This design comes from an exercise in tuning for small area, a short achievable clock period and few clock cycles per item on the open sky130 flow, not from production work. Function was checked by simulation only, so behaviour that the tests miss may differ from the original.

== P ==
==> flow/design.v <==
module lfe_line_buffer #(
    parameter int LINE_BITS     = 512,
    parameter int WORD_BITS     = 32,
    parameter int BEAT_IDX_BITS = 4
) (
    input  logic                 clk,
    input  logic                 rst_n,
    input  logic                 wr_en,
    input  logic [WORD_BITS-1:0] wr_word,
    output logic                 wr_last,    
    output logic [LINE_BITS-1:0] line
);
    localparam int BEATS = LINE_BITS / WORD_BITS;
    logic [BEAT_IDX_BITS-1:0]        wr_idx;
    logic                            clear;      
    logic [WORD_BITS-1:0]            wr_data;
    logic [BEATS-1:0][WORD_BITS-1:0] words;
    assign wr_last = wr_en && (wr_idx == BEAT_IDX_BITS'(BEATS-1));
    assign wr_data = clear ? '0 : wr_word;
    always_ff @(posedge clk or negedge rst_n) begin
        if (!rst_n) begin
            wr_idx <= '0;
            clear  <= 1'b1;
        end else begin
            clear  <= 1'b0;
            if (wr_en)
                wr_idx <= wr_idx + BEAT_IDX_BITS'(1);
        end
    end
    for (genvar k = 0; k < BEATS; k++) begin : g_word
        always_ff @(posedge clk) begin
            if (clear || (wr_en && wr_idx == BEAT_IDX_BITS'(k)))
                words[k] <= wr_data;
        end
    end
    assign line = words;
endmodule
module line_fill_engine #(
    parameter int LINE_BITS = 512,
    parameter int WORD_BITS = 32,
    parameter int ADDR_BITS = 32
) (
    input  logic                 clk,
    input  logic                 rst_n,
    input  logic                 req_valid,
    output logic                 req_ready,
    input  logic                 req_write,
    input  logic [ADDR_BITS-1:0] req_addr,
    input  logic [LINE_BITS-1:0] req_wdata,
    output logic                 resp_valid,
    output logic [LINE_BITS-1:0] resp_rdata,
    output logic                 mem_valid,
    input  logic                 mem_ready,
    output logic                 mem_we,
    output logic [ADDR_BITS-1:0] mem_addr,
    output logic [WORD_BITS-1:0] mem_wdata,
    input  logic                 mem_rvalid,
    input  logic [WORD_BITS-1:0] mem_rdata
);
    localparam int OFFSET_BITS   = 6;
    localparam int BEATS         = LINE_BITS / WORD_BITS;
    localparam int BEAT_IDX_BITS = 4;
    localparam int LBASE_BITS    = ADDR_BITS - OFFSET_BITS;
    localparam int QDEPTH        = 4;    
    logic                     src_v, src_v_nxt, src_wr;
    logic [LBASE_BITS-1:0]    src_base;
    logic [BEAT_IDX_BITS-1:0] src_cnt;               
    logic [BEATS-1:0]         src_sel;               
    logic [WORD_BITS-1:0]     src_word, ld_word;
    logic [BEATS-1:0][WORD_BITS-1:0] wbuf;           
    logic                     d_v, d_we, d_last;
    logic [LBASE_BITS-1:0]    d_base;
    logic [BEAT_IDX_BITS-1:0] d_idx;
    logic [WORD_BITS-1:0]     d_data;
    logic [QDEPTH-1:0]        q_wr;                  
    logic [1:0]               q_hd, q_tl;
    logic [QDEPTH-1:0]        t_un, t_un_nxt;        
    logic [QDEPTH-1:0]        t_uw;                  
    logic [QDEPTH-1:0]        t_cw, t_cf;            
    logic [QDEPTH-1:0]        t_cw_nxt, t_cf_nxt;
    logic                     resp_q, rdy_q;
    logic [LINE_BITS-1:0]     line;
    function automatic logic [QDEPTH-1:0] therm(input logic [QDEPTH-1:0] t,
                                                input logic inc, input logic dec);
        therm = t;
        if (inc && !dec) therm = {t[QDEPTH-2:0], 1'b1};
        if (dec && !inc) therm = {1'b0, t[QDEPTH-1:1]};
    endfunction
    logic accept, pop, src_ok, byp_ok, src_ld, byp_ld, fill_ok, n_old_le1;
    logic wb_done, fill_done, resp_wb, head_wb_nxt;
    logic unused_addr_bits;
    assign unused_addr_bits = ^req_addr[OFFSET_BITS-1:0];
    assign req_ready = rdy_q;
    assign accept    = req_valid && rdy_q;
    assign pop       = !d_v || mem_ready;
    assign n_old_le1 = src_v ? !t_un[2] : !t_un[1];
    assign fill_ok   = !t_uw[0] || n_old_le1;
    assign src_ok = src_v && (src_wr || src_cnt != '0 || fill_ok);
    assign byp_ok = !src_v && accept && (req_write || fill_ok);
    assign src_ld = pop && src_ok;
    assign byp_ld = pop && byp_ok;
    always_comb begin
        src_v_nxt = src_v;
        if (accept)
            src_v_nxt = 1'b1;
        else if (src_ld && src_sel[BEATS-1])
            src_v_nxt = 1'b0;
    end
    always_ff @(posedge clk or negedge rst_n) begin
        if (!rst_n) begin
            src_v   <= 1'b0;
            src_cnt <= '0;
            src_sel <= BEATS'(1);
        end else begin
            src_v <= src_v_nxt;
            if (accept) begin
                src_cnt <= byp_ld ? BEAT_IDX_BITS'(1) : '0;
                src_sel <= byp_ld ? BEATS'(2) : BEATS'(1);
            end else if (src_ld) begin
                src_cnt <= src_cnt + BEAT_IDX_BITS'(1);
                src_sel <= {src_sel[BEATS-2:0], src_sel[BEATS-1]};
            end
        end
    end
    always_comb begin
        src_word = '0;
        for (int k = 0; k < BEATS; k++)
            src_word = src_word | (wbuf[k] & {WORD_BITS{src_sel[k]}});
    end
    assign ld_word = src_v ? src_word : req_wdata[WORD_BITS-1:0];
    always_ff @(posedge clk) begin
        if (!src_v) begin
            src_wr   <= req_write;
            src_base <= req_addr[ADDR_BITS-1:OFFSET_BITS];
            wbuf     <= req_wdata;
        end
    end
    always_ff @(posedge clk or negedge rst_n) begin
        if (!rst_n)
            d_v <= 1'b0;
        else if (pop)
            d_v <= src_ok || byp_ok;
    end
    always_ff @(posedge clk) begin
        if (src_ld) begin
            d_we   <= src_wr;
            d_base <= src_base;
            d_idx  <= src_cnt;
            d_last <= src_sel[BEATS-1];
        end else if (byp_ld) begin
            d_we   <= req_write;
            d_base <= req_addr[ADDR_BITS-1:OFFSET_BITS];
            d_idx  <= '0;
            d_last <= 1'b0;
        end
        if (src_ld || byp_ld)
            d_data <= ld_word;
    end
    assign mem_valid = d_v;
    assign mem_we    = d_we;
    assign mem_addr  = {d_base, d_idx, 2'b00};
    assign mem_wdata = d_data;
    assign wb_done    = d_v && d_we && d_last && mem_ready;
    assign resp_wb    = q_wr[q_hd];
    assign resp_valid = resp_q;
    assign t_un_nxt = therm(t_un, accept, resp_q);
    assign t_cw_nxt = therm(t_cw, wb_done, resp_q && resp_wb);
    assign t_cf_nxt = therm(t_cf, fill_done, resp_q && !resp_wb);
    assign head_wb_nxt = resp_q ? q_wr[q_hd + 2'd1] : q_wr[q_hd];
    always_ff @(posedge clk) begin
        if (accept) q_wr[q_tl] <= req_write;
    end
    always_ff @(posedge clk or negedge rst_n) begin
        if (!rst_n) begin
            q_hd   <= '0;
            q_tl   <= '0;
            t_un   <= '0;
            t_uw   <= '0;
            t_cw   <= '0;
            t_cf   <= '0;
            resp_q <= 1'b0;
            rdy_q  <= 1'b0;
        end else begin
            q_hd   <= q_hd + 2'(resp_q);
            q_tl   <= q_tl + 2'(accept);
            t_un   <= t_un_nxt;
            t_uw   <= therm(t_uw, accept && req_write, resp_q && resp_wb);
            t_cw   <= t_cw_nxt;
            t_cf   <= t_cf_nxt;
            resp_q <= head_wb_nxt ? t_cw_nxt[0] : t_cf_nxt[0];
            rdy_q  <= !src_v_nxt && !t_un_nxt[QDEPTH-1];
        end
    end
    lfe_line_buffer u_line (
        .clk     (clk),
        .rst_n   (rst_n),
        .wr_en   (mem_rvalid),
        .wr_word (mem_rdata),
        .wr_last (fill_done),
        .line    (line)
    );
    assign resp_rdata = line;
endmodule
export LEC_CHECK = 0
export CAP_MARGIN = 20
export CORE_MARGIN = 2
export CORE_UTILIZATION = 65
export CTS_CLUSTER_DIAMETER = 80
export CTS_CLUSTER_SIZE = 30
export SETUP_SLACK_MARGIN = 2.2
export SLEW_MARGIN = 20
create_clock -name core_clock -period 4.2 [get_ports {clk}]
standard.sh (not shown) runs the stock make flow with config.mk's settings and CLKGATE_MAP_FILE= SYNTH_SCRIPT=/design/flow/synth_recipe.tcl, a recipe that flattens the netlist after the stock synthesis.
==> flow/flow/run.sh <==
#!/bin/bash
# Standard layout, with a plain buf_1 as each port's buffer and the pins one
# routing track apart (so the die need not grow to fit them).
set -euo pipefail
bash standard.sh \
  "BUFFER_PORTS_ARGS=-buffer_cell sky130_fd_sc_hd__buf_1" \
  "PLACE_PINS_ARGS=-min_distance 1 -min_distance_in_tracks" \
  finish > standard.log 2>&1
Testbench counts of P, summed over its fixed seeds: cycles 58,695, items 3,200.
What Q does differently from P at the input level:
--- a/flow/design.v
+++ b/flow/design.v
@@ -12,17 +12,21 @@
 );
     localparam int BEATS = LINE_BITS / WORD_BITS;
+    logic                            r_en;       
+    logic [WORD_BITS-1:0]            r_word;     
     logic [BEAT_IDX_BITS-1:0]        wr_idx;
     logic                            clear;      
-    logic [WORD_BITS-1:0]            wr_data;
     logic [BEATS-1:0][WORD_BITS-1:0] words;
-    assign wr_last = wr_en && (wr_idx == BEAT_IDX_BITS'(BEATS-1));
-    assign wr_data = clear ? '0 : wr_word;
+    assign wr_last = r_en && (wr_idx == BEAT_IDX_BITS'(BEATS-1));
     always_ff @(posedge clk or negedge rst_n) begin
         if (!rst_n) begin
+            r_en   <= 1'b0;
+            r_word <= '0;
             wr_idx <= '0;
             clear  <= 1'b1;
         end else begin
+            r_en   <= wr_en;
+            r_word <= wr_word;
             clear  <= 1'b0;
-            if (wr_en)
+            if (r_en)
                 wr_idx <= wr_idx + BEAT_IDX_BITS'(1);
         end
@@ -30,6 +34,6 @@
     for (genvar k = 0; k < BEATS; k++) begin : g_word
         always_ff @(posedge clk) begin
-            if (clear || (wr_en && wr_idx == BEAT_IDX_BITS'(k)))
-                words[k] <= wr_data;
+            if (clear || (r_en && wr_idx == BEAT_IDX_BITS'(k)))
+                words[k] <= r_word;
         end
     end
Results
Lower highest cell delay on the worst timing path goes to Q over P.
When Q is measured against P, its share of layout cells above drive strength 1 turns out 0.75 points higher.
The sequential fraction of total cell area of Q and that of P are within noise of each other.
Count of state elements after synthesis of Q exceeds that of P by a few percent.
resp_rdata[49] as the destination of the critical timing path was reported by P, and d_base[20] by Q.
Of P and Q, the higher critical path depth belongs to Q.
Total routed wirelength up 6000 um in Q wrt P
Testbench counts of Q, summed over its fixed seeds: cycles 58,636, items 3,200.

==> static timing again, ports no longer ideal <==
In the flow no input, the clock included, has a driving cell. The finished layouts below were timed again as built, in two steps.
Step 1, drivers: a clkbuf_16 drives clk and a buf_2 each remaining input, both assumed.
Step 2 moves the port delays by t, midway between the first and last clock arrival at a register: inputs arrive t later, outputs are due t later. That takes back most of the time a late clock gives input paths.
a / b / c = ideal ports / drivers / drivers and shift; a / b = the first two.
| run | t, ns | setup WS [ns] | worst data-port slew with drivers (ns) |
|---|---|---|---|
| P | 0.686 | 2.110 / 2.046 / 1.711 | 0.19 |
| Q | 0.696 | 2.076 / 2.025 / 1.595 | 0.18 |
After both steps every run listed still meets setup and hold. The setup slack of Q, which loses most, moves by -0.051 ns with the drivers and by -0.481 ns with both steps.
